Background: an optimization exercise with open tools, aiming at small area. Do not read the settings as production practice.
The RTL was checked by simulation tests, not by an equivalence proof against the original design.
Power is estimated from default activity; no workload was simulated.

==> build 29: inputs <==
==> flow/design.v <==
`default_nettype none
package bpred_pkg;
  typedef logic [32-1:0] pcT;
  typedef struct packed {
    logic call;
    logic ret;
    logic jump;
    logic branch;
  } iClassT;
  typedef struct packed {
    logic   valid;
    pcT     nextPc;
    iClassT iClass;
    logic   dirTaken;
  } predT;
  typedef struct packed {
    logic   valid;
    pcT     pc;
    iClassT iClass;
    logic   taken;
    pcT     target;
  } resolveT;
  typedef struct packed {
    logic bpWrong;
    logic dirWrong;
    logic classWrong;
  } reportT;
endpackage
`default_nettype wire
`timescale 1ns/100ps
`default_nettype none
module bp_rdmux #(
  parameter int N = 16,
  parameter int W = 1
) (
  input  logic [N-1:0]   sel,
  input  logic [N*W-1:0] data,
  output logic [W-1:0]   q
);
  logic [W-1:0] acc [N+1];
  assign acc[0] = '0;
  for (genvar i = 0; i < N; i++) begin : g_or
    assign acc[i+1] = acc[i] | (data[i*W +: W] & {W{sel[i]}});
  end
  assign q = acc[N];
endmodule
module bp_dec #(
  parameter int B = 4
) (
  input  logic [B-1:0]      idx,
  output logic [(1<<B)-1:0] sel
);
  for (genvar i = 0; i < (1 << B); i++) begin : g_sel
    assign sel[i] = (idx == B'(i));
  end
endmodule
module bp_inc4 (
  input  logic [31:0] a,
  output logic [31:0] y
);
  logic [31:0] c;
  logic [7:0]  bp;
  logic [8:0]  bc;
  assign bc[0] = 1'b1;
  for (genvar b = 0; b < 8; b++) begin : g_blk
    localparam int lo = 2 + 4*b;
    localparam int hi = (lo + 3 > 31) ? 31 : lo + 3;
    assign bp[b]   = &a[hi:lo];
    assign bc[b+1] = bc[b] & bp[b];
  end
  assign y[1:0] = a[1:0];
  assign c[1:0] = 2'b00;
  for (genvar k = 2; k < 32; k++) begin : g_bit
    if ((k - 2) % 4 == 0) begin : g_first
      assign c[k] = bc[(k-2)/4];
    end else begin : g_next
      assign c[k] = c[k-1] & a[k-1];
    end
    assign y[k] = a[k] ^ c[k];
  end
endmodule
module bp_ctr (
  input  logic       clk,
  input  logic       rstN,
  input  logic [5:0] ixF,
  output logic       dirF,
  input  logic       train,
  input  logic [5:0] ixE,
  input  logic       taken
);
  logic [127:0] ctrQ;
  logic [63:0]  selE;
  logic [1:0]   rdE, cntE, nxtE;
  assign dirF = ctrQ[{ixF, 1'b1}];
  bp_dec #(.B(6)) decE (.idx(ixE), .sel(selE));
  bp_rdmux #(.N(64), .W(2)) rCtrE (.sel(selE), .data(ctrQ), .q(rdE));
  assign cntE = rdE ^ 2'b01;
  always_comb begin
    nxtE = cntE;
    if (taken && cntE != 2'b11)  nxtE = cntE + 2'b01;
    if (!taken && cntE != 2'b00) nxtE = cntE - 2'b01;
  end
  always_ff @(posedge clk or negedge rstN) begin
    if (!rstN) begin
      ctrQ <= '0;
    end else begin
      for (int i = 0; i < 64; i++) begin
        if (train && selE[i]) ctrQ[i*2 +: 2] <= nxtE ^ 2'b01;
      end
    end
  end
endmodule
module bp_btb (
  input  logic        clk,
  input  logic        rstN,
  input  logic [31:0] pcF,
  output logic        hitF,
  output logic [31:0] tgtF,
  output logic [1:0]  clsF,
  input  logic        train,
  input  logic [31:0] pcE,
  input  logic [3:0]  clsE,
  input  logic [31:0] tgtE
);
  logic [15:0]      vldQ;
  logic [16*26-1:0] tagQ;
  logic [16*32-1:0] tgtQ;
  logic [16*2-1:0]  clsQ;
  logic [15:0] selF, selE;
  logic [25:0] tagRdF, tagRdE;
  logic        vldRdF, vldRdE, hitE, isCtrlE;
  bp_dec #(.B(4)) decF (.idx(pcF[5:2]), .sel(selF));
  bp_dec #(.B(4)) decE (.idx(pcE[5:2]), .sel(selE));
  bp_rdmux #(.N(16), .W(26)) rTagF (.sel(selF), .data(tagQ), .q(tagRdF));
  bp_rdmux #(.N(16), .W(32)) rTgtF (.sel(selF), .data(tgtQ), .q(tgtF));
  bp_rdmux #(.N(16), .W(2))  rClsF (.sel(selF), .data(clsQ), .q(clsF));
  bp_rdmux #(.N(16), .W(1))  rVldF (.sel(selF), .data(vldQ), .q(vldRdF));
  bp_rdmux #(.N(16), .W(26)) rTagE (.sel(selE), .data(tagQ), .q(tagRdE));
  bp_rdmux #(.N(16), .W(1))  rVldE (.sel(selE), .data(vldQ), .q(vldRdE));
  assign hitF    = vldRdF && (tagRdF == pcF[31:6]);
  assign hitE    = vldRdE && (tagRdE == pcE[31:6]);
  assign isCtrlE = |clsE;
  always_ff @(posedge clk or negedge rstN) begin
    if (!rstN) begin
      vldQ <= '0;
    end else if (train) begin
      for (int i = 0; i < 16; i++) begin
        if (selE[i] && isCtrlE)   vldQ[i] <= 1'b1;
        else if (selE[i] && hitE) vldQ[i] <= 1'b0;
      end
    end
  end
  always_ff @(posedge clk) begin
    for (int i = 0; i < 16; i++) begin
      if (train && isCtrlE && selE[i]) begin
        tagQ[i*26 +: 26] <= pcE[31:6];
        tgtQ[i*32 +: 32] <= tgtE;
        clsQ[i*2 +: 2]   <= {clsE[3] | clsE[2], clsE[1] | clsE[2]};
      end
    end
  end
endmodule
module bp_ras (
  input  logic        clk,
  input  logic        rstN,
  output logic [31:0] topF,
  input  logic        push,
  input  logic        pop,
  input  logic [31:0] link
);
  logic [4*32-1:0] rasQ;
  logic [3:0]      wrQ;
  logic [1:0]      ptrQ;
  logic [3:0]      selT, selW;
  logic [31:0]     rd;
  bp_dec #(.B(2)) decW (.idx(ptrQ), .sel(selW));
  bp_dec #(.B(2)) decT (.idx(ptrQ - 2'd1), .sel(selT));
  bp_rdmux #(.N(4), .W(32)) rTop (.sel(selT & wrQ), .data(rasQ), .q(topF));
  always_ff @(posedge clk or negedge rstN) begin
    if (!rstN) begin
      ptrQ <= '0;
      wrQ  <= '0;
    end else if (push) begin
      ptrQ <= ptrQ + 2'd1;
      wrQ  <= wrQ | selW;
    end else if (pop) begin
      ptrQ <= ptrQ - 2'd1;
    end
  end
  always_ff @(posedge clk) begin
    for (int i = 0; i < 4; i++) begin
      if (push && selW[i]) rasQ[i*32 +: 32] <= link;
    end
  end
endmodule
module bpred_top (
  input  logic        clk,
  input  logic        rstN,
  input  logic        stall,
  input  logic        flush,
  input  logic        fetchValid,
  input  logic [31:0] pcF,
  output logic        predValidF,
  output logic [31:0] predNextPcF,
  output logic [3:0]  predClassF,
  output logic        predDirTakenF,
  input  logic        resolveValidE,
  input  logic [31:0] resolvePcE,
  input  logic [3:0]  resolveClassE,
  input  logic        resolveTakenE,
  input  logic [31:0] resolveTargetE,
  output logic        bpWrongE,
  output logic [31:0] pcCorrectE,
  output logic [2:0]  reportM
);
  logic [2:0]  kindD, kindE;
  logic [31:0] npcD, npcE;
  logic [5:0]  ixD, ixE;
  logic        trainE;
  logic        hitF, dirF;
  logic [31:0] tgtF, rasTopF, linkE;
  logic [1:0]  clsF;
  logic [31:0] pcPlus4F;
  bp_inc4 incF (.a(pcF), .y(pcPlus4F));
  assign trainE = resolveValidE && !stall;
  bp_inc4 incE (.a(resolvePcE), .y(linkE));
  bp_ctr ctr (
    .clk, .rstN, .ixF(pcF[7:2]), .dirF,
    .train(trainE && resolveClassE[0]), .ixE, .taken(resolveTakenE)
  );
  bp_btb btb (
    .clk, .rstN, .pcF, .hitF, .tgtF, .clsF,
    .train(trainE), .pcE(resolvePcE), .clsE(resolveClassE), .tgtE(resolveTargetE)
  );
  bp_ras ras (
    .clk, .rstN, .topF(rasTopF),
    .push(trainE && resolveClassE[3]), .pop(trainE && resolveClassE[2]),
    .link(linkE)
  );
  logic isRetF, isJmpF, isCallF, isBrF;
  assign isRetF  = hitF &&  clsF[1] &&  clsF[0];
  assign isCallF = hitF &&  clsF[1] && !clsF[0];
  assign isJmpF  = hitF && !clsF[1] &&  clsF[0];
  assign isBrF   = hitF && !clsF[1] && !clsF[0];
  always_comb begin
    if (isRetF)
      predNextPcF = rasTopF;
    else if (isCallF || isJmpF || (isBrF && dirF))
      predNextPcF = tgtF;
    else
      predNextPcF = pcPlus4F;
  end
  assign predValidF    = fetchValid;
  assign predClassF    = {isCallF, isRetF, isJmpF, isBrF};
  assign predDirTakenF = dirF;
  logic [2:0] kindF;
  always_comb begin
    if (!fetchValid)  kindF = 3'd0;
    else if (isBrF)   kindF = {2'b11, dirF};
    else if (isJmpF)  kindF = 3'd2;
    else if (isRetF)  kindF = 3'd3;
    else if (isCallF) kindF = 3'd4;
    else              kindF = 3'd1;
  end
  always_ff @(posedge clk or negedge rstN) begin
    if (!rstN) begin
      kindD <= '0;
      ixD   <= '0;
      kindE <= '0;
      ixE   <= '0;
    end else if (flush) begin
      kindD <= '0;
      ixD   <= '0;
      kindE <= '0;
      ixE   <= '0;
    end else if (!stall) begin
      kindD <= kindF;
      ixD   <= pcF[7:2];
      kindE <= kindD;
      ixE   <= ixD;
    end
  end
  always_ff @(posedge clk) begin
    if (!stall) begin
      npcD <= predNextPcF;
      npcE <= npcD;
    end
  end
  logic checkE, pBrE, pJmpE, pRetE, pCallE, dirWrongE, classWrongE;
  assign pcCorrectE = resolveTakenE ? resolveTargetE : linkE;
  assign checkE = resolveValidE && (kindE != 3'd0);
  assign pBrE   = kindE[2] &&  kindE[1];
  assign pCallE = kindE[2] && !kindE[1];
  assign pJmpE  = kindE == 3'd2;
  assign pRetE  = kindE == 3'd3;
  assign bpWrongE    = checkE && (npcE != pcCorrectE);
  assign dirWrongE   = checkE && resolveClassE[0] && pBrE && (kindE[0] != resolveTakenE);
  assign classWrongE = checkE && ({pCallE, pRetE, pJmpE, pBrE} != resolveClassE);
  always_ff @(posedge clk or negedge rstN) begin
    if (!rstN) begin
      reportM <= '0;
    end else if (flush) begin
      reportM <= '0;
    end else if (!stall) begin
      reportM <= {bpWrongE, dirWrongE, classWrongE};
    end
  end
endmodule
`default_nettype wire
==> flow/flow/run.sh <==
#!/bin/bash
# Standard ORFS layout with smaller port buffers and no CTS dummy loads.
set -euo pipefail
bash standard.sh \
  BUFFER_PORTS_ARGS="-buffer_cell sky130_fd_sc_hd__buf_1" \
  CTS_ARGS="-sink_clustering_enable -repair_clock_nets -dont_use_dummy_load -buf_list sky130_fd_sc_hd__clkbuf_8 -sink_clustering_size 16 -sink_clustering_max_diameter 70" \
  finish > standard_run.log 2>&1
==> flow/standard.sh <==
#!/bin/bash
# synth_recipe.tcl (not shown) runs the flow's synth.tcl, then flattens the netlist and writes it again
# the make line also repeats each setting of config.mk as NAME=value (left out here)
make -C /OpenROAD-flow-scripts/flow DESIGN_CONFIG=/design/flow/config.mk WORK_HOME=/design/flow/orfs CLKGATE_MAP_FILE= SYNTH_SCRIPT=/design/flow/synth_recipe.tcl "${@:-finish}"
==> flow/config.mk <==
export PLATFORM = sky130hd
export DESIGN_NAME = bpred_top
export DESIGN_NICKNAME = bpred_top
export VERILOG_FILES = /design/flow/design.v
export SDC_FILE = /design/flow/constraint.sdc
export NUM_CORES = 4
export LEC_CHECK = 0
export CAP_MARGIN = 10
export CORE_MARGIN = 2
export CORE_UTILIZATION = 55
export CTS_BUF_LIST = sky130_fd_sc_hd__clkbuf_8
export CTS_CLUSTER_DIAMETER = 70
export CTS_CLUSTER_SIZE = 16
export SETUP_SLACK_MARGIN = 0.2
export SLEW_MARGIN = 10
==> flow/constraint.sdc <==
create_clock -name core_clock -period 8.0 [get_ports {clk}]
set_input_delay 1.6000 -clock core_clock [delete_from_list [all_inputs] [get_ports {clk}]]
set_output_delay 1.6000 -clock core_clock [all_outputs]
set_load 0.01 [all_outputs]
==> inputs of build 22, as changes to build 29 <==
==> flow/design.v, changed modules only <==
module bp_ctr (
  input  logic       clk,
  input  logic       rstN,
  input  logic [5:0] ixF,
  output logic       dirF,
  input  logic       train,
  input  logic [5:0] ixE,
  input  logic       taken
);
  logic [127:0] ctrQ;
  logic [63:0]  selE;
  logic [1:0]   rdE, cntE, nxtE;
  assign dirF = ctrQ[{ixF, 1'b1}];
  assign selE = 64'd1 << ixE;
  assign rdE  = {ctrQ[{ixE, 1'b1}], ctrQ[{ixE, 1'b0}]};
  assign cntE = rdE ^ 2'b01;
  always_comb begin
    nxtE = cntE;
    if (taken && cntE != 2'b11)  nxtE = cntE + 2'b01;
    if (!taken && cntE != 2'b00) nxtE = cntE - 2'b01;
  end
  always_ff @(posedge clk or negedge rstN) begin
    if (!rstN) begin
      ctrQ <= '0;
    end else begin
      for (int i = 0; i < 64; i++) begin
        if (train && selE[i]) ctrQ[i*2 +: 2] <= nxtE ^ 2'b01;
      end
    end
  end
endmodule
module bp_btb (
  input  logic        clk,
  input  logic        rstN,
  input  logic [31:0] pcF,
  output logic        hitF,
  output logic [31:0] tgtF,
  output logic [1:0]  clsF,
  input  logic        train,
  input  logic [31:0] pcE,
  input  logic [3:0]  clsE,
  input  logic [31:0] tgtE
);
  logic [15:0]      vldQ;
  logic [16*26-1:0] tagQ;
  logic [16*32-1:0] tgtQ;
  logic [16*2-1:0]  clsQ;
  logic [15:0] selF, selE;
  logic [25:0] tagRdF, tagRdE;
  logic        vldRdF, vldRdE, hitE, isCtrlE;
  assign selF = 16'd1 << pcF[5:2];
  assign selE = 16'd1 << pcE[5:2];
  bp_rdmux #(.N(16), .W(26)) rTagF (.sel(selF), .data(tagQ), .q(tagRdF));
  bp_rdmux #(.N(16), .W(32)) rTgtF (.sel(selF), .data(tgtQ), .q(tgtF));
  bp_rdmux #(.N(16), .W(2))  rClsF (.sel(selF), .data(clsQ), .q(clsF));
  bp_rdmux #(.N(16), .W(1))  rVldF (.sel(selF), .data(vldQ), .q(vldRdF));
  bp_rdmux #(.N(16), .W(26)) rTagE (.sel(selE), .data(tagQ), .q(tagRdE));
  bp_rdmux #(.N(16), .W(1))  rVldE (.sel(selE), .data(vldQ), .q(vldRdE));
  assign hitF    = vldRdF && (tagRdF == pcF[31:6]);
  assign hitE    = vldRdE && (tagRdE == pcE[31:6]);
  assign isCtrlE = |clsE;
  always_ff @(posedge clk or negedge rstN) begin
    if (!rstN) begin
      vldQ <= '0;
    end else if (train) begin
      for (int i = 0; i < 16; i++) begin
        if (selE[i] && isCtrlE)   vldQ[i] <= 1'b1;
        else if (selE[i] && hitE) vldQ[i] <= 1'b0;
      end
    end
  end
  always_ff @(posedge clk) begin
    for (int i = 0; i < 16; i++) begin
      if (train && isCtrlE && selE[i]) begin
        tagQ[i*26 +: 26] <= pcE[31:6];
        tgtQ[i*32 +: 32] <= tgtE;
        clsQ[i*2 +: 2]   <= {clsE[3] | clsE[2], clsE[1] | clsE[2]};
      end
    end
  end
endmodule
module bp_ras (
  input  logic        clk,
  input  logic        rstN,
  output logic [31:0] topF,
  input  logic        push,
  input  logic        pop,
  input  logic [31:0] link
);
  logic [4*32-1:0] rasQ;
  logic [3:0]      wrQ;
  logic [1:0]      ptrQ;
  logic [3:0]      selT, selW;
  logic [31:0]     rd;
  assign selW = 4'd1 << ptrQ;
  assign selT = 4'd1 << (ptrQ - 2'd1);
  bp_rdmux #(.N(4), .W(32)) rTop (.sel(selT & wrQ), .data(rasQ), .q(topF));
  always_ff @(posedge clk or negedge rstN) begin
    if (!rstN) begin
      ptrQ <= '0;
      wrQ  <= '0;
    end else if (push) begin
      ptrQ <= ptrQ + 2'd1;
      wrQ  <= wrQ | selW;
    end else if (pop) begin
      ptrQ <= ptrQ - 2'd1;
    end
  end
  always_ff @(posedge clk) begin
    for (int i = 0; i < 4; i++) begin
      if (push && selW[i]) rasQ[i*32 +: 32] <= link;
    end
  end
endmodule
module bpred_top (
  input  logic        clk,
  input  logic        rstN,
  input  logic        stall,
  input  logic        flush,
  input  logic        fetchValid,
  input  logic [31:0] pcF,
  output logic        predValidF,
  output logic [31:0] predNextPcF,
  output logic [3:0]  predClassF,
  output logic        predDirTakenF,
  input  logic        resolveValidE,
  input  logic [31:0] resolvePcE,
  input  logic [3:0]  resolveClassE,
  input  logic        resolveTakenE,
  input  logic [31:0] resolveTargetE,
  output logic        bpWrongE,
  output logic [31:0] pcCorrectE,
  output logic [2:0]  reportM
);
  logic [2:0]  kindD, kindE;
  logic [31:0] npcD, npcE;
  logic [5:0]  ixD, ixE;
  logic        trainE;
  logic        hitF, dirF;
  logic [31:0] tgtF, rasTopF, linkE;
  logic [1:0]  clsF;
  assign trainE = resolveValidE && !stall;
  assign linkE  = resolvePcE + 32'd4;
  bp_ctr ctr (
    .clk, .rstN, .ixF(pcF[7:2]), .dirF,
    .train(trainE && resolveClassE[0]), .ixE, .taken(resolveTakenE)
  );
  bp_btb btb (
    .clk, .rstN, .pcF, .hitF, .tgtF, .clsF,
    .train(trainE), .pcE(resolvePcE), .clsE(resolveClassE), .tgtE(resolveTargetE)
  );
  bp_ras ras (
    .clk, .rstN, .topF(rasTopF),
    .push(trainE && resolveClassE[3]), .pop(trainE && resolveClassE[2]),
    .link(linkE)
  );
  logic isRetF, isJmpF, isCallF, isBrF;
  assign isRetF  = hitF &&  clsF[1] &&  clsF[0];
  assign isCallF = hitF &&  clsF[1] && !clsF[0];
  assign isJmpF  = hitF && !clsF[1] &&  clsF[0];
  assign isBrF   = hitF && !clsF[1] && !clsF[0];
  always_comb begin
    if (isRetF)
      predNextPcF = rasTopF;
    else if (isCallF || isJmpF || (isBrF && dirF))
      predNextPcF = tgtF;
    else
      predNextPcF = pcF + 32'd4;
  end
  assign predValidF    = fetchValid;
  assign predClassF    = {isCallF, isRetF, isJmpF, isBrF};
  assign predDirTakenF = dirF;
  logic [2:0] kindF;
  always_comb begin
    if (!fetchValid)  kindF = 3'd0;
    else if (isBrF)   kindF = {2'b11, dirF};
    else if (isJmpF)  kindF = 3'd2;
    else if (isRetF)  kindF = 3'd3;
    else if (isCallF) kindF = 3'd4;
    else              kindF = 3'd1;
  end
  always_ff @(posedge clk or negedge rstN) begin
    if (!rstN) begin
      kindD <= '0;
      ixD   <= '0;
      kindE <= '0;
      ixE   <= '0;
    end else if (flush) begin
      kindD <= '0;
      ixD   <= '0;
      kindE <= '0;
      ixE   <= '0;
    end else if (!stall) begin
      kindD <= kindF;
      ixD   <= pcF[7:2];
      kindE <= kindD;
      ixE   <= ixD;
    end
  end
  always_ff @(posedge clk) begin
    if (!stall) begin
      npcD <= predNextPcF;
      npcE <= npcD;
    end
  end
  logic checkE, pBrE, pJmpE, pRetE, pCallE, dirWrongE, classWrongE;
  assign pcCorrectE = resolveTakenE ? resolveTargetE : linkE;
  assign checkE = resolveValidE && (kindE != 3'd0);
  assign pBrE   = kindE[2] &&  kindE[1];
  assign pCallE = kindE[2] && !kindE[1];
  assign pJmpE  = kindE == 3'd2;
  assign pRetE  = kindE == 3'd3;
  assign bpWrongE    = checkE && (npcE != pcCorrectE);
  assign dirWrongE   = checkE && resolveClassE[0] && pBrE && (kindE[0] != resolveTakenE);
  assign classWrongE = checkE && ({pCallE, pRetE, pJmpE, pBrE} != resolveClassE);
  always_ff @(posedge clk or negedge rstN) begin
    if (!rstN) begin
      reportM <= '0;
    end else if (flush) begin
      reportM <= '0;
    end else if (!stall) begin
      reportM <= {bpWrongE, dirWrongE, classWrongE};
    end
  end
endmodule
// module bp_dec removed
// module bp_inc4 removed
==> flow/run.sh (new file) <==
#!/bin/bash
# synth_recipe.tcl (not shown) runs the flow's synth.tcl, then flattens the netlist and writes it again
# the make line also repeats each setting of config.mk as NAME=value (left out here)
make -C /OpenROAD-flow-scripts/flow DESIGN_CONFIG=/design/flow/config.mk WORK_HOME=/design/flow/orfs CLKGATE_MAP_FILE= SYNTH_SCRIPT=/design/flow/synth_recipe.tcl finish
==> flow/config.mk (replaced) <==
export PLATFORM = sky130hd
export DESIGN_NAME = bpred_top
export DESIGN_NICKNAME = bpred_top
export VERILOG_FILES = /design/flow/design.v
export SDC_FILE = /design/flow/constraint.sdc
export NUM_CORES = 4
export LEC_CHECK = 0
export CAP_MARGIN = 20
export CORE_MARGIN = 2
export CORE_UTILIZATION = 45
export CTS_BUF_LIST = sky130_fd_sc_hd__clkbuf_8
export CTS_CLUSTER_DIAMETER = 50
export CTS_CLUSTER_SIZE = 12
export SETUP_SLACK_MARGIN = 0.2
export SLEW_MARGIN = 20
removed: flow/flow/run.sh
removed: flow/standard.sh
==> inputs of trial 69, as changes to build 29 <==
--- a/flow/config.mk
+++ b/flow/config.mk
@@ -13,3 +13,5 @@
 export CTS_CLUSTER_SIZE = 16
 export SETUP_SLACK_MARGIN = 0.2
 export SLEW_MARGIN = 10
+export SYNTH_HIERARCHICAL = 1
+export SYNTH_MINIMUM_KEEP_SIZE = 0
==> comparison table <==
| quantity | build 29 | trial 69 | build 22 |
|---|---|---|---|
| Starting Density | 0.554 | 0.555 | 0.452 |
| Power in sequential cells | 7.78 mW | 7.79 mW | 7.81 mW |
| Average wire per standard cell | 40.6 µm | 37.6 µm | 37.6 µm |
| Met1 Track Usage GR | 0.567 | 0.497 | 0.477 |
| Number of nets in the final layout | 4161 | 3799 | 4472 |
| Basic-gate share of the synthesized area counting and, or, nand and nor cells | 0.0627 | 0.0506 | 0.0674 |
| R2R depth | 14 | 13 | 15 |
| Antenna violations before repair | 6 | 8 | 17 |
| Reported leakage power | 20.5 nW | 19.6 nW | 22.8 nW |
| Final non-filler cell area | 61100 µm² | 59000 µm² | 67100 µm² |
| Vias in the first global route | 38500 | 35000 | 40000 |
| Post-synthesis cell count | 3781 | 3475 | 4026 |
| Full die area | 105000 µm² | 104000 µm² | 133000 µm² |
| Proportion of total power due to net switching | 0.275 | 0.278 | 0.286 |
| Layout non-clock buf frac | 0.0428 | 0.0335 | 0.0661 |
| Proportion of cell area spent on the clock network | 0.0223 | 0.0224 | 0.0451 |
| Run status | no timing/DRC/antenna violations | no timing/DRC/antenna violations | no timing/DRC/antenna violations |
| Buffer count from post-CTS setup fixing | 0 | 2 | 0 |
| Clock skew after layout | 84.6 ps | 104 ps | 49.0 ps |
| Num tapcells | 1368 | 1298 | 1742 |

[re-timing with driven ports]
In the flow no input, the clock included, has a driving cell. The finished layouts below were timed again as built, in two steps. Step 1: set_driving_cell puts a clkbuf_16 on clk and a buf_2 on each other input, an assumption about the parent block. Step 2, shift: input delay + t, output delay - t, t = (earliest + latest rising clock arrival at the registers) / 2. This alone moves slack from input paths to output paths. Slacks: ideal ports / drivers / drivers and shift; pairs: ideal ports / drivers.
run | t (ns) | setup slack, ns | clock arrival spread, ns
build 29 | 0.839 | 0.245 / 0.220 / 0.220 | 0.085 / 0.085
build 22 | 0.978 | 0.228 / 0.121 / 0.121 | 0.054 / 0.055
trial 69 | 0.847 | 0.281 / 0.253 / 0.253 | 0.104 / 0.104
After both steps setup and hold are still met in every run listed. The setup slack of build 22, which loses most, moves by -0.107 ns with the drivers and by -0.107 ns with both steps.
